Background: an optimization exercise with open tools, aiming at a short achievable clock period and few clock cycles per item. Do not read the settings as production practice. In this exercise RTL edits were held to simulation tests only and were not proved equivalent to the original. No activity file was given, so power comes from the tool's default toggle rates.

## alpha
## backend_top
module backend_top #(
	parameter int N  = 64,             
	parameter int LN = 6               
) (
	input  logic        clock,
	input  logic        reset,
	input  logic [2:0]  in_valid,
	input  logic [47:0] in_words,
	output logic        in_ready,
	input  logic [2:0]  complete_valid,
	input  logic [8:0]  complete_tag,
	input  logic [47:0] complete_value,
	output logic [2:0]  alloc_valid,
	output logic [8:0]  alloc_tag,
	output logic [2:0]  retire_valid,
	output logic [11:0] retire_dest,
	output logic [47:0] retire_value,
	input  logic [3:0]  read_index,
	output logic [15:0] read_data
);
clock: 6.5 ns
lec_check: 0
abc_clock_period_in_ps: 3000
cap_margin: 20
core_margin: 2
core_utilization: 40
place_density: 0.6
setup_slack_margin: 2.6
slew_margin: 20
tns_end_percent: 5
run.sh (not shown) runs the stock make flow with config.mk's settings and CLKGATE_MAP_FILE= SYNTH_SCRIPT=/design/flow/synth_recipe.tcl, a recipe that flattens the netlist after the stock synthesis.
Testbench counts of alpha, summed over its fixed seeds: cycles 3,036, items 6,602.
#### Input delta (epsilon over alpha)
--- a/flow/design.v
+++ b/flow/design.v
@@ -233,22 +233,23 @@
 	end
 	always_ff @(posedge clock) begin
 		pq <= pq_next;
 		for (int k = 0; k < 3; k++) begin
 			if (rv[k] && wr[k]) tag_slot[lt[k]] <= rep_b + LN'(k);
 		end
 	end
-	logic [2:0]    cq_v;
-	logic [LN-1:0] cq_slot [3];
+	logic [R-1:0]  cq_hit [4][3];
 	logic [15:0]   cq_val [3];
 	always_ff @(posedge clock) begin
-		if (reset) cq_v <= 3'b000;
-		else cq_v <= cv;
 		for (int i = 0; i < 3; i++) begin
-			cq_slot[i] <= tag_slot[complete_tag[3*i +: 3]];
+			logic [LN-1:0] sl;
+			sl = tag_slot[complete_tag[3*i +: 3]];
+			for (int b = 0; b < 4; b++)
+				for (int r = 0; r < R; r++)
+					cq_hit[b][i][r] <= !reset && cv[i] && (sl == LN'(4 * r + b));
 			cq_val[i] <= complete_value[16*i +: 16];
 		end
 	end
 	logic [3:0]  acc_we, rep_adv, ret_adv, rep_imm;
 	logic [3:0]  acc_dest [4];
 	logic [7:0]  acc_imm [4];
 	logic [R-1:0] comp_hit [4][3];
@@ -260,17 +261,15 @@
 			tp = bpos(ret_bk, b);
 			acc_we[b] = (ap[0] & nn_t[0]) | (ap[1] & nn_t[1]) | (ap[2] & nn_t[2]);
 			acc_dest[b] = ap[0] ? in_words[40 +: 4] : ap[1] ? in_words[24 +: 4] : in_words[8 +: 4];
 			acc_imm[b] = ap[0] ? in_words[32 +: 8] : ap[1] ? in_words[16 +: 8] : in_words[0 +: 8];
 			rep_adv[b] = (pp[0] & rv[0]) | (pp[1] & rv[1]) | (pp[2] & rv[2]);
 			rep_imm[b] = (pp[0] & rv[0] & ~wr[0]) | (pp[1] & rv[1] & ~wr[1]) | (pp[2] & rv[2] & ~wr[2]);
 			ret_adv[b] = (tp[0] & tv[0]) | (tp[1] & tv[1]) | (tp[2] & tv[2]);
-			for (int i = 0; i < 3; i++) begin
-				for (int r = 0; r < R; r++) comp_hit[b][i][r] = cq_v[i] && (cq_slot[i] == LN'(4 * r + b));
-			end
+			for (int i = 0; i < 3; i++) comp_hit[b][i] = cq_hit[b][i];
 		end
 	end
 	always_ff @(posedge clock) begin
 		for (int b = 0; b < 4; b++) begin
 			for (int r = 0; r < R; r++) begin
 				if (acc_we[b] && acc_row[b][r]) begin
 					rob_dest[b][r] <= acc_dest[b];
## What came out
- epsilon finished every step from synthesis to the final layout, and the layout passed the timing, DRC and antenna checks.
- Between epsilon and alpha, the simple-gate portion of the synthesized area is lower for alpha.
- Post-synthesis register bit count: epsilon > alpha
- Between epsilon and alpha, the accumulated negative setup slack figures differ only marginally.
- In the tables for epsilon and alpha, final standard cell count with taps included and fillers excluded reads lower with alpha.
- Relative to alpha, the filler cell count in the final layout of epsilon is higher by 7.1%.
- Y dimension of the die went up by a few percent going from alpha to epsilon.
- Between epsilon and alpha, the difference in share of total power consumed by net switching is negligible.
- epsilon reports a higher wire length of the first global-routing pass than alpha does.
- Delta (epsilon minus alpha): via count of the first global-routing pass went up by 6.8%; power consumption went up by about 5.5%.
- Between epsilon and alpha, the final instance area is higher for epsilon.
- NOTE: met3 capacity usage during global routing in epsilon exceeds that of alpha
- alpha vs epsilon, cell with the largest stage delay on the worst path: nand2_1 vs nand4_1
- epsilon — buffers inserted during post-CTS setup optimization 27% higher, alpha as reference
Testbench counts of epsilon, summed over its fixed seeds: cycles 3,036, items 6,602.

==> re-timing with driven ports <==
Ports are ideal in the flow. The routed layouts listed here were re-timed in OpenROAD. Step 1, drivers: a clkbuf_16 drives clock and a buf_2 each remaining input, both assumed. Step 2 adds t to the input delays and takes it off the output delays; t is the mean of the earliest and latest rising clock arrival at the registers after step 1. Input paths then give back, and output paths get back, about the clock's delay inside the block. Three values: ideal ports, drivers, drivers and shift; two values: the first two.
run	t, ns	setup slack, ns	hold WS [ns]	worst slew at a driven data input, ns	cell pins on the clock port's net
alpha	1.017	2.264 / 2.264 / 1.513	0.451 / 0.451 / 0.451	0.07	1
epsilon	1.021	2.152 / 2.152 / 1.297	0.453 / 0.453 / 0.453	0.08	1
After both steps setup and hold are still met in every run listed. For epsilon, which loses most, drivers alone change the setup slack by 0.000 ns; drivers and shift together by -0.855 ns.
